This is an optimization exercise on Yosys and OpenROAD, whose aim is small area, a short achievable clock period and few clock cycles per item, not a production implementation.
Where RTL was checked, it was by simulation tests only, not by an equivalence proof against the original.
For run 2, only the layout was checked, not whether the RTL still works.
No activity file was given, so power comes from the tool's default toggle rates.

==> flow/design.v, too long to show whole: its modules and the start of the top module <==
// module gaussian_elim_engine: 1398 lines
// module gauss_x3: 8 lines
// module gauss_pgn: 11 lines
// module gauss_pgp: 11 lines
// module gauss_pggn: 8 lines
// module gauss_pggp: 8 lines
// module gauss_fa: 10 lines
// module gauss_ha: 9 lines
module gaussian_elim_engine (
    input  logic        clk,
    input  logic        rst,
    input  logic        start,
    output logic        busy,
    output logic        done,
    output logic        c_rd_en,
    output logic [3:0]  c_rd_addr,
    input  logic [31:0] c_rd_data,
    output logic        a_rd_en,
    output logic [7:0]  a_rd_addr,
    input  logic [31:0] a_rd_data,
    output logic        b_rd_en,
    output logic [7:0]  b_rd_addr,
    input  logic [31:0] b_rd_data,
    output logic        st_en,
    output logic [7:0]  st_addr,
    output logic [31:0] st_data
);
  // ...
==> flow/flow/run.sh <==
#!/bin/bash
# The standard layout (standard.sh), with the port buffers that ORFS adds
# made of sky130_fd_sc_hd__buf_1 cells instead of the default pick.
set -euo pipefail
sed 's|"\${@:-finish}"|BUFFER_PORTS_ARGS="-buffer_cell sky130_fd_sc_hd__buf_1" "${@:-finish}"|' standard.sh > standard_bufports.sh
grep -q BUFFER_PORTS_ARGS standard_bufports.sh
bash standard_bufports.sh > standard.log 2>&1
==> flow/standard.sh <==
#!/bin/bash
# synth_recipe.tcl (not shown) runs the flow's synth.tcl, then flattens the netlist and writes it again
# the make line also repeats each setting of config.mk as NAME=value (left out here)
make -C /OpenROAD-flow-scripts/flow DESIGN_CONFIG=/design/flow/config.mk WORK_HOME=/design/flow/orfs CLKGATE_MAP_FILE= SYNTH_SCRIPT=/design/flow/synth_recipe.tcl "${@:-finish}"
==> flow/config.mk <==
export PLATFORM = sky130hd
export DESIGN_NAME = gaussian_elim_engine
export DESIGN_NICKNAME = gaussian_elim_engine
export VERILOG_FILES = /design/flow/design.v
export SDC_FILE = /design/flow/constraint.sdc
export NUM_CORES = 4
export LEC_CHECK = 0
export CAP_MARGIN = 20
export CORE_MARGIN = 2
export CORE_UTILIZATION = 40
export SETUP_SLACK_MARGIN = 5
export SLEW_MARGIN = 20
export SYNTH_HIERARCHICAL = 1
export SYNTH_MINIMUM_KEEP_SIZE = 0
==> flow/constraint.sdc <==
create_clock -name core_clock -period 10.0 [get_ports {clk}]
set_input_delay 2.0000 -clock core_clock [delete_from_list [all_inputs] [get_ports {clk}]]
set_output_delay 2.0000 -clock core_clock [all_outputs]
set_load 0.01 [all_outputs]
==> run_results.csv, run 1 <==
group,metric,value,unit
detailed_routing,drc,0,
outcome,status,"timing/DRC/antenna clean",
place,routabilityCongestion,0.879,
worst_setup_path,reg2reg_depth,7,
global_route,globalRouteOverflowTotal,0,
worst_setup_path,path_depth,7,
synth,synth_cell_type_count,36,
detailed_routing,via_per_inst,5.54,
detailed_routing,route.met3.wl,6.04,mm
sta,fin_tns_setup,0,ps
synth,yosys.area.top_type,"dfxtp_1",
sta,tightest_slew,1080,ps
synth,yosys.cell_count.top_type,"xor2_1",
detailed_routing,dr.pass1.iters,6,
synth,synth_top_family_by_area,"adder cells",
synth,syn-instance-count,1872,
worst_setup_path,crit_buf_inv,0,
power_and_ir_drop,pwr-share-seq,24.9,%
cells_and_area,clkCellAreaFrac,5.07,%
worst_setup_path,crit_family,"adder cells",
floorplan,initial_core_util,40.3,%
sta,final_max_slew_viol_count,0,
global_route,use_met3,7.22,%
power_and_ir_drop,power.density,286,mW/mm2
clock_network,clock_latency,560,ps
worst_setup_path,timing.critical_path.mode_cell,"fa_1",
synth,synthArstFlopShare,0,%
power_and_ir_drop,comb_power_share,55.7,%
sta,hold_viol,0,
cells_and_area,fill_cells,4807,
cells_and_area,synthToLayoutAreaGrowth,11.1,%
detailed_routing,initialDrtViolationCount,1428,
global_route,track_usage,23.9,%
sta,fin_crit_sh,38.2,%
floorplan,die_h,231,um
detailed_routing,vias,14787,
detailed_routing,wl_met2,28.0,mm
cells_and_area,inverters,47,
cells_and_area,multi_input_gates,1387,
Testbench counts, summed over its fixed seeds: cycles 16,696, runs 64.
==> run 2, diff against run 1 <==
--- a/flow/design.v
+++ b/flow/design.v
@@ -42,198 +42,132 @@
             v2_r    <= 1'b0;
             v3_r    <= 1'b0;
             l1_r    <= 1'b0;
             l2_r    <= 1'b0;
             l3_r    <= 1'b0;
             c_en_r  <= 1'b0;
             st_en_r <= 1'b0;
         end else begin
-            done_r  <= l3_r;
+            done_r  <= l2_r;
             if (start) busy_r <= 1'b1;
-            else if (l3_r) busy_r <= 1'b0;
+            else if (l2_r) busy_r <= 1'b0;
             if (start) iss_r <= 1'b1;
             else if (cnt_r == 8'hff) iss_r <= 1'b0;
             v1_r    <= iss_r;
             v2_r    <= v1_r;
             v3_r    <= v2_r;
             l1_r    <= iss_r && (cnt_r == 8'hff);
             l2_r    <= l1_r;
             l3_r    <= l2_r;
-            c_en_r  <= iss_r;
-            st_en_r <= v2_r && !z2_r;
+            c_en_r  <= start || (iss_r && cnt_r != 8'hff);
+            st_en_r <= v1_r && !z1_r;
         end
     end
     always_ff @(posedge clk) begin
         if (start) cnt_r <= 8'd0;
         else if (iss_r) cnt_r <= cnt_nxt;
         me1_r     <= cnt_me;
         z1_r      <= (cnt_row == 4'd0);
         ad1_r     <= {cnt_row, cnt_col};
         me2_r     <= me1_r;
         f1_r      <= (cnt_row == 4'd15);
         f2_r      <= f1_r;
         f3_r      <= f2_r;
         z2_r      <= z1_r;
         ad2_r     <= ad1_r;
-        c_addr_r  <= cnt_row;
-        st_addr_r <= ad2_r;
+        c_addr_r  <= start ? 4'd0 : cnt_nxt[4:1];
+        st_addr_r <= ad1_r;
     end
     logic [31:0] a_q_r, a2_r, x_r, xn_r;
     logic [15:0] bon_r, btn_r, bn_r;  
     wire  [15:0] bo_r = ~bon_r;
     wire  [15:0] bt_r = ~btn_r;
     logic [31:0] t0_r;
     logic [31:0] t1_r;
-    logic [31:0] t2_r;
     wire [31:0] tg0 = t0_r;
     wire [31:0] tg1 = t1_r;
-    wire [31:0] tg2 = t2_r;
-    wire [31:0] bg = b_rd_data & {32{!(f3_r | !v3_r)}};
+    wire [31:0] bg = b_rd_data & {32{!(f2_r | !v2_r)}};
     wire [32:0] cx = {c_rd_data, 1'b0};
     logic [15:0] bo_d, bt_d, bn_d;
     always_comb begin
         for (int i = 0; i < 16; i++) begin
             bo_d[i] = cx[2*i+1] ^ cx[2*i];
             bt_d[i] = (cx[2*i+2] & ~cx[2*i+1] & ~cx[2*i]) | (~cx[2*i+2] & cx[2*i+1] & cx[2*i]);
             bn_d[i] = cx[2*i+2] & ~(cx[2*i+1] & cx[2*i]);
         end
     end
-    wire us531, uc532;
-    gauss_ha i_us531 (.a(~a_q_r[0]), .b(tg0[0]), .s(us531), .co(uc532));
-    wire us533, uc534;
-    gauss_fa i_us533 (.a(~a_q_r[1]), .b(tg0[1]), .c(tg1[1]), .s(us533), .co(uc534));
-    wire us535, uc536;
-    gauss_fa i_us535 (.a(~a_q_r[2]), .b(tg0[2]), .c(tg1[2]), .s(us535), .co(uc536));
-    wire us537, uc538;
-    gauss_fa i_us537 (.a(~a_q_r[3]), .b(tg0[3]), .c(tg1[3]), .s(us537), .co(uc538));
-    wire us539, uc540;
-    gauss_fa i_us539 (.a(~a_q_r[4]), .b(tg0[4]), .c(tg1[4]), .s(us539), .co(uc540));
-    wire us541, uc542;
-    gauss_fa i_us541 (.a(~a_q_r[5]), .b(tg0[5]), .c(tg1[5]), .s(us541), .co(uc542));
-    wire us543, uc544;
-    gauss_fa i_us543 (.a(~a_q_r[6]), .b(tg0[6]), .c(tg1[6]), .s(us543), .co(uc544));
-    wire us545, uc546;
-    gauss_fa i_us545 (.a(~a_q_r[7]), .b(tg0[7]), .c(tg1[7]), .s(us545), .co(uc546));
-    wire us547, uc548;
-    gauss_fa i_us547 (.a(~a_q_r[8]), .b(tg0[8]), .c(tg1[8]), .s(us547), .co(uc548));
-    wire us549, uc550;
-    gauss_fa i_us549 (.a(~a_q_r[9]), .b(tg0[9]), .c(tg1[9]), .s(us549), .co(uc550));
-    wire us551, uc552;
-    gauss_fa i_us551 (.a(~a_q_r[10]), .b(tg0[10]), .c(tg1[10]), .s(us551), .co(uc552));
-    wire us553, uc554;
-    gauss_fa i_us553 (.a(~a_q_r[11]), .b(tg0[11]), .c(tg1[11]), .s(us553), .co(uc554));
-    wire us555, uc556;
-    gauss_fa i_us555 (.a(~a_q_r[12]), .b(tg0[12]), .c(tg1[12]), .s(us555), .co(uc556));
-    wire us557, uc558;
-    gauss_fa i_us557 (.a(~a_q_r[13]), .b(tg0[13]), .c(tg1[13]), .s(us557), .co(uc558));
-    wire us559, uc560;
-    gauss_fa i_us559 (.a(~a_q_r[14]), .b(tg0[14]), .c(tg1[14]), .s(us559), .co(uc560));
-    wire us561, uc562;
-    gauss_fa i_us561 (.a(~a_q_r[15]), .b(tg0[15]), .c(tg1[15]), .s(us561), .co(uc562));
-    wire us563, uc564;
-    gauss_fa i_us563 (.a(~a_q_r[16]), .b(tg0[16]), .c(tg1[16]), .s(us563), .co(uc564));
-    wire us565, uc566;
-    gauss_fa i_us565 (.a(~a_q_r[17]), .b(tg0[17]), .c(tg1[17]), .s(us565), .co(uc566));
-    wire us567, uc568;
-    gauss_fa i_us567 (.a(~a_q_r[18]), .b(tg0[18]), .c(tg1[18]), .s(us567), .co(uc568));
-    wire us569, uc570;
-    gauss_fa i_us569 (.a(~a_q_r[19]), .b(tg0[19]), .c(tg1[19]), .s(us569), .co(uc570));
-    wire us571, uc572;
-    gauss_fa i_us571 (.a(~a_q_r[20]), .b(tg0[20]), .c(tg1[20]), .s(us571), .co(uc572));
-    wire us573, uc574;
-    gauss_fa i_us573 (.a(~a_q_r[21]), .b(tg0[21]), .c(tg1[21]), .s(us573), .co(uc574));
-    wire us575, uc576;
-    gauss_fa i_us575 (.a(~a_q_r[22]), .b(tg0[22]), .c(tg1[22]), .s(us575), .co(uc576));
-    wire us577, uc578;
-    gauss_fa i_us577 (.a(~a_q_r[23]), .b(tg0[23]), .c(tg1[23]), .s(us577), .co(uc578));
-    wire us579, uc580;
-    gauss_fa i_us579 (.a(~a_q_r[24]), .b(tg0[24]), .c(tg1[24]), .s(us579), .co(uc580));
-    wire us581, uc582;
-    gauss_fa i_us581 (.a(~a_q_r[25]), .b(tg0[25]), .c(tg1[25]), .s(us581), .co(uc582));
-    wire us583, uc584;
-    gauss_fa i_us583 (.a(~a_q_r[26]), .b(tg0[26]), .c(tg1[26]), .s(us583), .co(uc584));
-    wire us585, uc586;
-    gauss_fa i_us585 (.a(~a_q_r[27]), .b(tg0[27]), .c(tg1[27]), .s(us585), .co(uc586));
-    wire us587, uc588;
-    gauss_fa i_us587 (.a(~a_q_r[28]), .b(tg0[28]), .c(tg1[28]), .s(us587), .co(uc588));
-    wire us589, uc590;
-    gauss_fa i_us589 (.a(~a_q_r[29]), .b(tg0[29]), .c(tg1[29]), .s(us589), .co(uc590));
-    wire us591, uc592;
-    gauss_fa i_us591 (.a(~a_q_r[30]), .b(tg0[30]), .c(tg1[30]), .s(us591), .co(uc592));
-    wire us593;
-    gauss_x3 i_us593 (.a(~a_q_r[31]), .b(tg0[31]), .c(tg1[31]), .y(us593));
     wire us594, uc595;
-    gauss_ha i_us594 (.a(tg1[0]), .b(tg2[0]), .s(us594), .co(uc595));
+    gauss_fa i_us594 (.a(~a_rd_data[0]), .b(tg0[0]), .c(tg1[0]), .s(us594), .co(uc595));
     wire us596, uc597;
-    gauss_fa i_us596 (.a(tg2[1]), .b(uc532), .c(us533), .s(us596), .co(uc597));
+    gauss_fa i_us596 (.a(~a_rd_data[1]), .b(tg0[1]), .c(tg1[1]), .s(us596), .co(uc597));
     wire us598, uc599;
-    gauss_fa i_us598 (.a(tg2[2]), .b(uc534), .c(us535), .s(us598), .co(uc599));
+    gauss_fa i_us598 (.a(~a_rd_data[2]), .b(tg0[2]), .c(tg1[2]), .s(us598), .co(uc599));
     wire us600, uc601;
-    gauss_fa i_us600 (.a(tg2[3]), .b(uc536), .c(us537), .s(us600), .co(uc601));
+    gauss_fa i_us600 (.a(~a_rd_data[3]), .b(tg0[3]), .c(tg1[3]), .s(us600), .co(uc601));
     wire us602, uc603;
-    gauss_fa i_us602 (.a(tg2[4]), .b(uc538), .c(us539), .s(us602), .co(uc603));
+    gauss_fa i_us602 (.a(~a_rd_data[4]), .b(tg0[4]), .c(tg1[4]), .s(us602), .co(uc603));
     wire us604, uc605;
-    gauss_fa i_us604 (.a(tg2[5]), .b(uc540), .c(us541), .s(us604), .co(uc605));
+    gauss_fa i_us604 (.a(~a_rd_data[5]), .b(tg0[5]), .c(tg1[5]), .s(us604), .co(uc605));
     wire us606, uc607;
-    gauss_fa i_us606 (.a(tg2[6]), .b(uc542), .c(us543), .s(us606), .co(uc607));
+    gauss_fa i_us606 (.a(~a_rd_data[6]), .b(tg0[6]), .c(tg1[6]), .s(us606), .co(uc607));
     wire us608, uc609;
-    gauss_fa i_us608 (.a(tg2[7]), .b(uc544), .c(us545), .s(us608), .co(uc609));
+    gauss_fa i_us608 (.a(~a_rd_data[7]), .b(tg0[7]), .c(tg1[7]), .s(us608), .co(uc609));
     wire us610, uc611;
-    gauss_fa i_us610 (.a(tg2[8]), .b(uc546), .c(us547), .s(us610), .co(uc611));
+    gauss_fa i_us610 (.a(~a_rd_data[8]), .b(tg0[8]), .c(tg1[8]), .s(us610), .co(uc611));
     wire us612, uc613;
-    gauss_fa i_us612 (.a(tg2[9]), .b(uc548), .c(us549), .s(us612), .co(uc613));
+    gauss_fa i_us612 (.a(~a_rd_data[9]), .b(tg0[9]), .c(tg1[9]), .s(us612), .co(uc613));
     wire us614, uc615;
-    gauss_fa i_us614 (.a(tg2[10]), .b(uc550), .c(us551), .s(us614), .co(uc615));
+    gauss_fa i_us614 (.a(~a_rd_data[10]), .b(tg0[10]), .c(tg1[10]), .s(us614), .co(uc615));
     wire us616, uc617;
-    gauss_fa i_us616 (.a(tg2[11]), .b(uc552), .c(us553), .s(us616), .co(uc617));
+    gauss_fa i_us616 (.a(~a_rd_data[11]), .b(tg0[11]), .c(tg1[11]), .s(us616), .co(uc617));
     wire us618, uc619;
-    gauss_fa i_us618 (.a(tg2[12]), .b(uc554), .c(us555), .s(us618), .co(uc619));
+    gauss_fa i_us618 (.a(~a_rd_data[12]), .b(tg0[12]), .c(tg1[12]), .s(us618), .co(uc619));
     wire us620, uc621;
-    gauss_fa i_us620 (.a(tg2[13]), .b(uc556), .c(us557), .s(us620), .co(uc621));
+    gauss_fa i_us620 (.a(~a_rd_data[13]), .b(tg0[13]), .c(tg1[13]), .s(us620), .co(uc621));
     wire us622, uc623;
-    gauss_fa i_us622 (.a(tg2[14]), .b(uc558), .c(us559), .s(us622), .co(uc623));
+    gauss_fa i_us622 (.a(~a_rd_data[14]), .b(tg0[14]), .c(tg1[14]), .s(us622), .co(uc623));
     wire us624, uc625;
-    gauss_fa i_us624 (.a(tg2[15]), .b(uc560), .c(us561), .s(us624), .co(uc625));
+    gauss_fa i_us624 (.a(~a_rd_data[15]), .b(tg0[15]), .c(tg1[15]), .s(us624), .co(uc625));
     wire us626, uc627;
-    gauss_fa i_us626 (.a(tg2[16]), .b(uc562), .c(us563), .s(us626), .co(uc627));
+    gauss_fa i_us626 (.a(~a_rd_data[16]), .b(tg0[16]), .c(tg1[16]), .s(us626), .co(uc627));
     wire us628, uc629;
-    gauss_fa i_us628 (.a(tg2[17]), .b(uc564), .c(us565), .s(us628), .co(uc629));
+    gauss_fa i_us628 (.a(~a_rd_data[17]), .b(tg0[17]), .c(tg1[17]), .s(us628), .co(uc629));
     wire us630, uc631;
-    gauss_fa i_us630 (.a(tg2[18]), .b(uc566), .c(us567), .s(us630), .co(uc631));
+    gauss_fa i_us630 (.a(~a_rd_data[18]), .b(tg0[18]), .c(tg1[18]), .s(us630), .co(uc631));
     wire us632, uc633;
-    gauss_fa i_us632 (.a(tg2[19]), .b(uc568), .c(us569), .s(us632), .co(uc633));
+    gauss_fa i_us632 (.a(~a_rd_data[19]), .b(tg0[19]), .c(tg1[19]), .s(us632), .co(uc633));
     wire us634, uc635;
-    gauss_fa i_us634 (.a(tg2[20]), .b(uc570), .c(us571), .s(us634), .co(uc635));
+    gauss_fa i_us634 (.a(~a_rd_data[20]), .b(tg0[20]), .c(tg1[20]), .s(us634), .co(uc635));
     wire us636, uc637;
-    gauss_fa i_us636 (.a(tg2[21]), .b(uc572), .c(us573), .s(us636), .co(uc637));
+    gauss_fa i_us636 (.a(~a_rd_data[21]), .b(tg0[21]), .c(tg1[21]), .s(us636), .co(uc637));
     wire us638, uc639;
-    gauss_fa i_us638 (.a(tg2[22]), .b(uc574), .c(us575), .s(us638), .co(uc639));
+    gauss_fa i_us638 (.a(~a_rd_data[22]), .b(tg0[22]), .c(tg1[22]), .s(us638), .co(uc639));
     wire us640, uc641;
-    gauss_fa i_us640 (.a(tg2[23]), .b(uc576), .c(us577), .s(us640), .co(uc641));
+    gauss_fa i_us640 (.a(~a_rd_data[23]), .b(tg0[23]), .c(tg1[23]), .s(us640), .co(uc641));
     wire us642, uc643;
-    gauss_fa i_us642 (.a(tg2[24]), .b(uc578), .c(us579), .s(us642), .co(uc643));
+    gauss_fa i_us642 (.a(~a_rd_data[24]), .b(tg0[24]), .c(tg1[24]), .s(us642), .co(uc643));
     wire us644, uc645;
-    gauss_fa i_us644 (.a(tg2[25]), .b(uc580), .c(us581), .s(us644), .co(uc645));
+    gauss_fa i_us644 (.a(~a_rd_data[25]), .b(tg0[25]), .c(tg1[25]), .s(us644), .co(uc645));
     wire us646, uc647;
-    gauss_fa i_us646 (.a(tg2[26]), .b(uc582), .c(us583), .s(us646), .co(uc647));
+    gauss_fa i_us646 (.a(~a_rd_data[26]), .b(tg0[26]), .c(tg1[26]), .s(us646), .co(uc647));
     wire us648, uc649;
-    gauss_fa i_us648 (.a(tg2[27]), .b(uc584), .c(us585), .s(us648), .co(uc649));
+    gauss_fa i_us648 (.a(~a_rd_data[27]), .b(tg0[27]), .c(tg1[27]), .s(us648), .co(uc649));
     wire us650, uc651;
-    gauss_fa i_us650 (.a(tg2[28]), .b(uc586), .c(us587), .s(us650), .co(uc651));
+    gauss_fa i_us650 (.a(~a_rd_data[28]), .b(tg0[28]), .c(tg1[28]), .s(us650), .co(uc651));
     wire us652, uc653;
-    gauss_fa i_us652 (.a(tg2[29]), .b(uc588), .c(us589), .s(us652), .co(uc653));
+    gauss_fa i_us652 (.a(~a_rd_data[29]), .b(tg0[29]), .c(tg1[29]), .s(us652), .co(uc653));
     wire us654, uc655;
-    gauss_fa i_us654 (.a(tg2[30]), .b(uc590), .c(us591), .s(us654), .co(uc655));
+    gauss_fa i_us654 (.a(~a_rd_data[30]), .b(tg0[30]), .c(tg1[30]), .s(us654), .co(uc655));
     wire us656;
-    gauss_x3 i_us656 (.a(tg2[31]), .b(uc592), .c(us593), .y(us656));
-    wire [31:0] s1a = {uc655, uc653, uc651, uc649, uc647, uc645, uc643, uc641, uc639, uc637, uc635, uc633, uc631, uc629, uc627, uc625, uc623, uc621, uc619, uc617, uc615, uc613, uc611, uc609, uc607, uc605, uc603, uc601, uc599, uc597, uc595, us594};
-    wire [31:0] s1b = {us656, us654, us652, us650, us648, us646, us644, us642, us640, us638, us636, us634, us632, us630, us628, us626, us624, us622, us620, us618, us616, us614, us612, us610, us608, us606, us604, us602, us600, us598, us596, us531};
-    wire [31:0] ksa = {uc655, uc653, uc651, uc649, uc647, uc645, uc643, uc641, uc639, uc637, uc635, uc633, uc631, uc629, uc627, uc625, uc623, uc621, uc619, uc617, uc615, uc613, uc611, uc609, uc607, uc605, uc603, uc601, uc599, uc597, uc595, us594};
-    wire [31:0] ksb = {us656, us654, us652, us650, us648, us646, us644, us642, us640, us638, us636, us634, us632, us630, us628, us626, us624, us622, us620, us618, us616, us614, us612, us610, us608, us606, us604, us602, us600, us598, us596, us531};
+    gauss_x3 i_us656 (.a(~a_rd_data[31]), .b(tg0[31]), .c(tg1[31]), .y(us656));
+    wire [31:0] s1a = {us656, us654, us652, us650, us648, us646, us644, us642, us640, us638, us636, us634, us632, us630, us628, us626, us624, us622, us620, us618, us616, us614, us612, us610, us608, us606, us604, us602, us600, us598, us596, us594};
+    wire [31:0] s1b = {uc655, uc653, uc651, uc649, uc647, uc645, uc643, uc641, uc639, uc637, uc635, uc633, uc631, uc629, uc627, uc625, uc623, uc621, uc619, uc617, uc615, uc613, uc611, uc609, uc607, uc605, uc603, uc601, uc599, uc597, uc595, 1'b0};
+    wire [31:0] ksa = {us656, us654, us652, us650, us648, us646, us644, us642, us640, us638, us636, us634, us632, us630, us628, us626, us624, us622, us620, us618, us616, us614, us612, us610, us608, us606, us604, us602, us600, us598, us596, us594};
+    wire [31:0] ksb = {uc655, uc653, uc651, uc649, uc647, uc645, uc643, uc641, uc639, uc637, uc635, uc633, uc631, uc629, uc627, uc625, uc623, uc621, uc619, uc617, uc615, uc613, uc611, uc609, uc607, uc605, uc603, uc601, uc599, uc597, uc595, 1'b0};
     wire kg0_0, kp0_0;
     gauss_ha i_kh0 (.a(ksa[0]), .b(ksb[0]), .s(kp0_0), .co(kg0_0));
     wire kg0_1, kp0_1;
     gauss_ha i_kh1 (.a(ksa[1]), .b(ksb[1]), .s(kp0_1), .co(kg0_1));
     wire kg0_2, kp0_2;
     gauss_ha i_kh2 (.a(ksa[2]), .b(ksb[2]), .s(kp0_2), .co(kg0_2));
     wire kg0_3, kp0_3;
     gauss_ha i_kh3 (.a(ksa[3]), .b(ksb[3]), .s(kp0_3), .co(kg0_3));
@@ -1365,38 +1299,99 @@
     wire ts524, tc525;
     gauss_fa i_ts524 (.a(tc451), .b(ts454), .c(tc453), .s(ts524), .co(tc525));
     wire ts526, tc527;
     gauss_fa i_ts526 (.a(tc455), .b(ts458), .c(tc457), .s(ts526), .co(tc527));
     wire ts528, tc529;
     gauss_fa i_ts528 (.a(tc459), .b(ts462), .c(tc461), .s(ts528), .co(tc529));
     wire ts530;
     gauss_x3 i_ts530 (.a(tc463), .b(ts466), .c(tc465), .y(ts530));
-    wire [31:0] t0_d = {tc529, tc527, tc525, tc523, tc521, tc519, tc517, tc515, tc513, tc511, tc509, tc507, tc505, tc503, tc501, tc499, tc497, tc495, tc493, tc491, tc489, tc487, tc485, tc483, tc481, tc479, tc477, tc475, tc473, tc471, tc469, ts468};
-    wire [31:0] t1_d = {ts530, ts528, ts526, ts524, ts522, ts520, ts518, ts516, ts514, ts512, ts510, ts508, ts506, ts504, ts502, ts500, ts498, ts496, ts494, ts492, ts490, ts488, ts486, ts484, ts482, ts480, ts478, ts476, ts474, ts472, ts470, ts352};
-    wire [31:0] t2_d = {ts467, ts464, ts460, ts456, ts452, ts448, ts444, ts440, ts436, ts432, ts428, ts424, ts420, ts416, ts412, ts408, ts404, ts400, ts396, ts392, ts388, ts384, ts380, ts376, ts372, ts368, ts364, bg[4], bg[3], bg[2], bg[1], bg[0]};
+    wire ts531, tc532;
+    gauss_ha i_ts531 (.a(ts468), .b(ts352), .s(ts531), .co(tc532));
+    wire ts533, tc534;
+    gauss_fa i_ts533 (.a(tc469), .b(ts470), .c(bg[1]), .s(ts533), .co(tc534));
+    wire ts535, tc536;
+    gauss_fa i_ts535 (.a(tc471), .b(ts472), .c(bg[2]), .s(ts535), .co(tc536));
+    wire ts537, tc538;
+    gauss_fa i_ts537 (.a(tc473), .b(ts474), .c(bg[3]), .s(ts537), .co(tc538));
+    wire ts539, tc540;
+    gauss_fa i_ts539 (.a(tc475), .b(ts476), .c(bg[4]), .s(ts539), .co(tc540));
+    wire ts541, tc542;
+    gauss_fa i_ts541 (.a(tc477), .b(ts478), .c(ts364), .s(ts541), .co(tc542));
+    wire ts543, tc544;
+    gauss_fa i_ts543 (.a(tc479), .b(ts368), .c(ts480), .s(ts543), .co(tc544));
+    wire ts545, tc546;
+    gauss_fa i_ts545 (.a(ts372), .b(tc481), .c(ts482), .s(ts545), .co(tc546));
+    wire ts547, tc548;
+    gauss_fa i_ts547 (.a(ts376), .b(tc483), .c(ts484), .s(ts547), .co(tc548));
+    wire ts549, tc550;
+    gauss_fa i_ts549 (.a(ts380), .b(tc485), .c(ts486), .s(ts549), .co(tc550));
+    wire ts551, tc552;
+    gauss_fa i_ts551 (.a(ts384), .b(tc487), .c(ts488), .s(ts551), .co(tc552));
+    wire ts553, tc554;
+    gauss_fa i_ts553 (.a(tc489), .b(ts490), .c(ts388), .s(ts553), .co(tc554));
+    wire ts555, tc556;
+    gauss_fa i_ts555 (.a(tc491), .b(ts392), .c(ts492), .s(ts555), .co(tc556));
+    wire ts557, tc558;
+    gauss_fa i_ts557 (.a(ts396), .b(tc493), .c(ts494), .s(ts557), .co(tc558));
+    wire ts559, tc560;
+    gauss_fa i_ts559 (.a(ts400), .b(tc495), .c(ts496), .s(ts559), .co(tc560));
+    wire ts561, tc562;
+    gauss_fa i_ts561 (.a(ts404), .b(tc497), .c(ts498), .s(ts561), .co(tc562));
+    wire ts563, tc564;
+    gauss_fa i_ts563 (.a(ts408), .b(tc499), .c(ts500), .s(ts563), .co(tc564));
+    wire ts565, tc566;
+    gauss_fa i_ts565 (.a(ts412), .b(tc501), .c(ts502), .s(ts565), .co(tc566));
+    wire ts567, tc568;
+    gauss_fa i_ts567 (.a(ts416), .b(tc503), .c(ts504), .s(ts567), .co(tc568));
+    wire ts569, tc570;
+    gauss_fa i_ts569 (.a(ts420), .b(tc505), .c(ts506), .s(ts569), .co(tc570));
+    wire ts571, tc572;
+    gauss_fa i_ts571 (.a(ts424), .b(tc507), .c(ts508), .s(ts571), .co(tc572));
+    wire ts573, tc574;
+    gauss_fa i_ts573 (.a(ts428), .b(tc509), .c(ts510), .s(ts573), .co(tc574));
+    wire ts575, tc576;
+    gauss_fa i_ts575 (.a(ts432), .b(tc511), .c(ts512), .s(ts575), .co(tc576));
+    wire ts577, tc578;
+    gauss_fa i_ts577 (.a(ts436), .b(tc513), .c(ts514), .s(ts577), .co(tc578));
+    wire ts579, tc580;
+    gauss_fa i_ts579 (.a(ts440), .b(tc515), .c(ts516), .s(ts579), .co(tc580));
+    wire ts581, tc582;
+    gauss_fa i_ts581 (.a(ts444), .b(tc517), .c(ts518), .s(ts581), .co(tc582));
+    wire ts583, tc584;
+    gauss_fa i_ts583 (.a(ts448), .b(tc519), .c(ts520), .s(ts583), .co(tc584));
+    wire ts585, tc586;
+    gauss_fa i_ts585 (.a(ts452), .b(tc521), .c(ts522), .s(ts585), .co(tc586));
+    wire ts587, tc588;
+    gauss_fa i_ts587 (.a(ts456), .b(tc523), .c(ts524), .s(ts587), .co(tc588));
+    wire ts589, tc590;
+    gauss_fa i_ts589 (.a(ts460), .b(tc525), .c(ts526), .s(ts589), .co(tc590));
+    wire ts591, tc592;
+    gauss_fa i_ts591 (.a(ts464), .b(tc527), .c(ts528), .s(ts591), .co(tc592));
+    wire ts593;
+    gauss_x3 i_ts593 (.a(ts467), .b(tc529), .c(ts530), .y(ts593));
+    wire [31:0] t0_d = {tc592, tc590, tc588, tc586, tc584, tc582, tc580, tc578, tc576, tc574, tc572, tc570, tc568, tc566, tc564, tc562, tc560, tc558, tc556, tc554, tc552, tc550, tc548, tc546, tc544, tc542, tc540, tc538, tc536, tc534, tc532, ts531};
+    wire [31:0] t1_d = {ts593, ts591, ts589, ts587, ts585, ts583, ts581, ts579, ts577, ts575, ts573, ts571, ts569, ts567, ts565, ts563, ts561, ts559, ts557, ts555, ts553, ts551, ts549, ts547, ts545, ts543, ts541, ts539, ts537, ts535, ts533, bg[0]};
     always_ff @(posedge clk) begin
-        a_q_r <= a_rd_data;
         x_r   <= x_d;    
-        xn_r  <= y_d | {32{(f2_r | !v2_r)}};    
-        bon_r <= ~(bo_d & {16{me2_r & !(f2_r | !v2_r)}});
-        btn_r <= ~(bt_d & {16{me2_r & !(f2_r | !v2_r)}});
-        bn_r  <= bn_d & {16{me2_r & !(f2_r | !v2_r)}};
+        xn_r  <= y_d | {32{(f1_r | !v1_r)}};    
+        bon_r <= ~(bo_d & {16{me1_r & !(f1_r | !v1_r)}});
+        btn_r <= ~(bt_d & {16{me1_r & !(f1_r | !v1_r)}});
+        bn_r  <= bn_d & {16{me1_r & !(f1_r | !v1_r)}};
         t0_r <= t0_d;
         t1_r <= t1_d;
-        t2_r <= t2_d;
     end
     assign busy      = busy_r;
     assign done      = done_r;
     assign c_rd_en   = c_en_r;
     assign c_rd_addr = c_addr_r;
     assign a_rd_en   = iss_r;
     assign a_rd_addr = {cnt_row, cnt_col};
-    assign b_rd_en   = v2_r;
-    assign b_rd_addr = ad2_r;
+    assign b_rd_en   = v1_r;
+    assign b_rd_addr = ad1_r;
     assign st_en     = st_en_r;
     assign st_addr   = st_addr_r;
     assign st_data   = x_r;
 endmodule
 module gauss_x3 (
     input  logic a,
     input  logic b,
     input  logic c,
==> flow/run.sh (new file) <==
#!/bin/bash
# synth_recipe.tcl (not shown) runs the flow's synth.tcl, then flattens the netlist and writes it again
# the make line also repeats each setting of config.mk as NAME=value (left out here)
make -C /OpenROAD-flow-scripts/flow DESIGN_CONFIG=/design/flow/config.mk WORK_HOME=/design/flow/orfs CLKGATE_MAP_FILE= SYNTH_SCRIPT=/design/flow/synth_recipe.tcl finish
removed: flow/flow/run.sh
removed: flow/standard.sh
==> run 2 against run 1 <==
  * Still clean
  * Sequential cell count decreased by 72
  * Global-route usage increased by 0.72 points
  * Clock power down 16%
  * Count of clock-buffer cells in the layout is 15 lower
  * First-iteration DRC count is 15% lower
  * Sequential share of layout area shrank 5.8 points
  * Combinational power rose by 9.6%
  * Critical path type is now input pin to flop
  * Largest power group unchanged
==> run_results.csv, run 2 <==
group,metric,value,unit
worst_setup_path,arrival,5130,ps
min_path,hp-class,"flop to flop",
worst_setup_path,crit_path_end_kind,"flop",
sta,final_max_slew_viol_count,0,
synth,syn_avg_cell_area,10.6,um2
clock_network,clock_path_buffers,3,
detailed_routing,routed_wl,61.1,mm
sta,setup_viol,0,
synth,syn-instance-count,1809,
job,max-cap-violations,0,
synth,synthArstFlopShare,0,%
clock_network,numClockSinks,217,
detailed_routing,wire_per_inst,24.2,um
synth,synth_seq_cells,217,
synth,ys.flop_type,"dfxtp_1",
sta,rsz0062_at_grt,"false",
min_path,holdPathStages,0,
sta,fin_crit_sh,46.8,%
global_route,grt_max_degree,34,
clock_network,numCtsBuffers,27,
place,dp.cells,2480,
cells_and_area,stdcell_count,2530,
sta,hold_viol,0,
worst_setup_path,worstReg2RegEnd,"t1_r[29]$_DFF_P_",
cells_and_area,finish.utilization,46.9,%
detailed_routing,ant_nets,0,
cells_and_area,antenna_cells,0,
synth,synth_top_area_share,29.8,%
synth,synth-edff-count,0,
power_and_ir_drop,power.density,289,mW/mm2
cells_and_area,drive_above_1_share,11.1,%
global_route,grt_pass1_wl,93.6,mm
floorplan,rows,80,
global_route,antenna_found_initial,0,
sta,tightest_slew,1090,ps
place,routabilityCongestion,0.891,
synth,yosys_warnings,7,
synth,syn_area,0.0193,mm2
floorplan,initial_core_util,40.4,%
worst_setup_path,r2r_slack,5560,ps
clock_network,hold_buffers,0,
outcome,status,"timing/DRC/antenna clean",
min_path,min_to,"st_addr_r[2]$_DFF_P_",
detailed_routing,dr.pass1.iters,5,
global_route,grt_pass1_vias,15247,
cells_and_area,final_nets,2364,
detailed_routing,drc,0,
power_and_ir_drop,vdd_drop_max,137,uV
detailed_routing,via_per_inst,5.65,
power_and_ir_drop,p_sw,3140,uW
min_path,min-delay-start,"ad1_r[2]$_DFF_P_",
clock_network,postCtsResizedCells,0,
worst_setup_path,r2r-start,"bon_r[6]$_DFF_P_",
sta,period_needed,4680,ps
sta,skew,20.6,ps
clock_network,cts.clk_slew.worst_paths,60,ps
global_route,grt.busiest_layer,"met2",
worst_setup_path,crit_required,10440,ps
cells_and_area,final_cell_mix,"xor2_1, fa_1, o22ai_1",
clock_network,cts-htree-levels,1,
clock_network,root_buffer,"clkbuf_16",
synth,synth_cell_type_count,37,
floorplan,core_area,0.0476,mm2
detailed_routing,vias,14301,
place,dp_hpwl,44.8,mm
synth,synth.area.top_cells,"fa_1, dfxtp_1, xor2_1",
worst_setup_path,path_class,"input pin to flop",
global_route,grt_use_met2,39.1,%
sta,slew-limit-headroom,27.3,%
place,portBuffers,164,
power_and_ir_drop,power_switching_share,48.6,%
synth,synth_fp_nets,2279,
worst_setup_path,critPathMaxFanout,4,
power_and_ir_drop,comb_power_share,62.0,%
clock_network,cts_tree,"done",
power_and_ir_drop,pwr-share-clk,16.5,%
power_and_ir_drop,power.internal,3310,uW
cells_and_area,layout_commonest_cell,"xor2_1",
synth,netlist_top_cells_count,"xor2_1, fa_1, o22ai_1",
clock_network,clock_latency,590,ps
sta,fmax,214,MHz
global_route,track_usage,24.6,%
worst_setup_path,reg2reg_depth,8,
synth,yosys.cell_count.top_type,"xor2_1",
sta,fin_tns_setup,0,ps
global_route,globalRouteOverflowTotal,0,
global_route,use_met1,33.9,%
floorplan,die_w,223,um
floorplan,die_h,223,um
worst_setup_path,startpoint_type,"input pin",
floorplan,die_area,0.0499,mm2
power_and_ir_drop,p_leak,0.0105,uW
clock_network,post_cts_buffers,0,
cells_and_area,synthToLayoutAreaGrowth,15.9,%
global_route,use_met3,4.35,%
synth,ys_seq_area_share,22.5,%
power_and_ir_drop,pwr-share-seq,21.4,%
synth,yosys.area.top_type,"fa_1",
floorplan,io_pins,165,
detailed_routing,initialDrtViolationCount,1220,
==> run 2: critical path: stages <==
cell	delay, ps
clkdlybuf4s50_1	450
inv_1	50
fa_1	490
ha_1	380
a21oi_2	200
o21ai_1	210
a21oi_2	280
o21ai_1	180
a21oi_2	470
xor2_1	310
nand2_1	90
==> run 2: stage by stage <==
step	total power [uW]	setup slack [ps]	cell area [um2]	hold slack, ps
6_report	6450	5320	22300	350
5_1_grt	6920	5230	22300	355
4_1_cts	6480	5320	22300	353
3_5_place_dp	5390	4710	21400	341
3_3_place_gp	5380	4640	21300	333
2_1_floorplan	4020	6020	19300	331
==> run 2: how the worst max path moves through the flow <==
stage / start / to / slack (ps) / depth (start not counted)
after floorplan: a_rd_data[2] / xn_r[31]$_DFF_P_ / 6020 / 10
after global placement: a_rd_data[1] / xn_r[31]$_DFF_P_ / 4640 / 11
after detailed placement: a_rd_data[1] / xn_r[31]$_DFF_P_ / 4710 / 11
after CTS: a_rd_data[2] / xn_r[31]$_DFF_P_ / 5320 / 11
after global routing: a_rd_data[2] / xn_r[31]$_DFF_P_ / 5230 / 11
final: a_rd_data[1] / xn_r[31]$_DFF_P_ / 5320 / 11
==> run 2: cells by family after synthesis <==
family / Yosys count / synth area share (%)
simple gates: 286 / 6.99
compound gates: 410 / 14.6
fa+ha+maj: 371 / 35.3
xor+xnor: 328 / 16.2
flops: 217 / 22.5
buf+inv: 195 / 4.34
other cells: 2 / 0.0390
==> run 2: power groups by stage <==
stage | logic (uW) | registers [uW] | clock network [uW]
5_1_grt | 4400 | 1400 | 1120
3_5_place_dp | 3990 | 1390 | 0
4_1_cts | 4010 | 1370 | 1090
2_1_floorplan | 2700 | 1320 | 0
6_report | 4000 | 1380 | 1070
3_3_place_gp | 3980 | 1390 | 0
==> run 2: metal layers <==
| metal | share of wire, % | wire [um] | vias to the layer above |
|---|---|---|---|
| li1 | - | - | 6304 |
| met2 | 45 | 27500 | 710 |
| met1 | 44 | 26600 | 7149 |
| met4 | 3.7 | 2230 | 0 |
| met3 | 7.9 | 4810 | 138 |
| met5 | 0 | 0 | - |
==> run 2: area by class of cell <==
type                       instances  area, um2
clock buffer                      31        721
multi-input combinational       1397      14100
tap                              615        769
fill                            4456      25300
sequential                       217       4350
timing repair buffer             204       1960
clock inverter                    19        263
inverter                          47        176
==> run 2: Yosys stat by module (local to each module, per instance) <==
module,cell area [um2],times used
gauss_fa,20.0,287
gauss_ha,12.5,64
gauss_pggn,8.76,20
gauss_pggp,5.00,10
gauss_pgn,12.5,52
gauss_pgp,12.5,42
gauss_x3,23.8,17
gaussian_elim_engine,10900,1

what the ideal ports hide:
The results above use ideal ports. As a check the final layouts listed here were re-extracted and re-timed, cells and wires unchanged.
Step 1 sets driving cells, clkbuf_16 on the clock port and buf_2 on the other inputs (assumed; they add their load-dependent delay and slew).
Step 2 times the ports against the registers' clock, not the clock port: input delays grow and output delays shrink by t, the midpoint of the rising clock arrivals with the driver on.
Slacks: ideal / step 1 / step 2; pairs: ideal / step 1.
run	t, ns	setup slack, ns	latest minus earliest clock arrival (ns)	worst slew at a driven data input, ns
run 1	0.609	6.183 / 6.183 / 6.180	0.019 / 0.018	0.07
run 2	0.629	5.319 / 5.350 / 4.720	0.021 / 0.021	0.05
After both steps setup and hold are still met in every run listed. The setup slack of run 2, which loses most, moves by +0.031 ns with the drivers and by -0.599 ns with both steps.
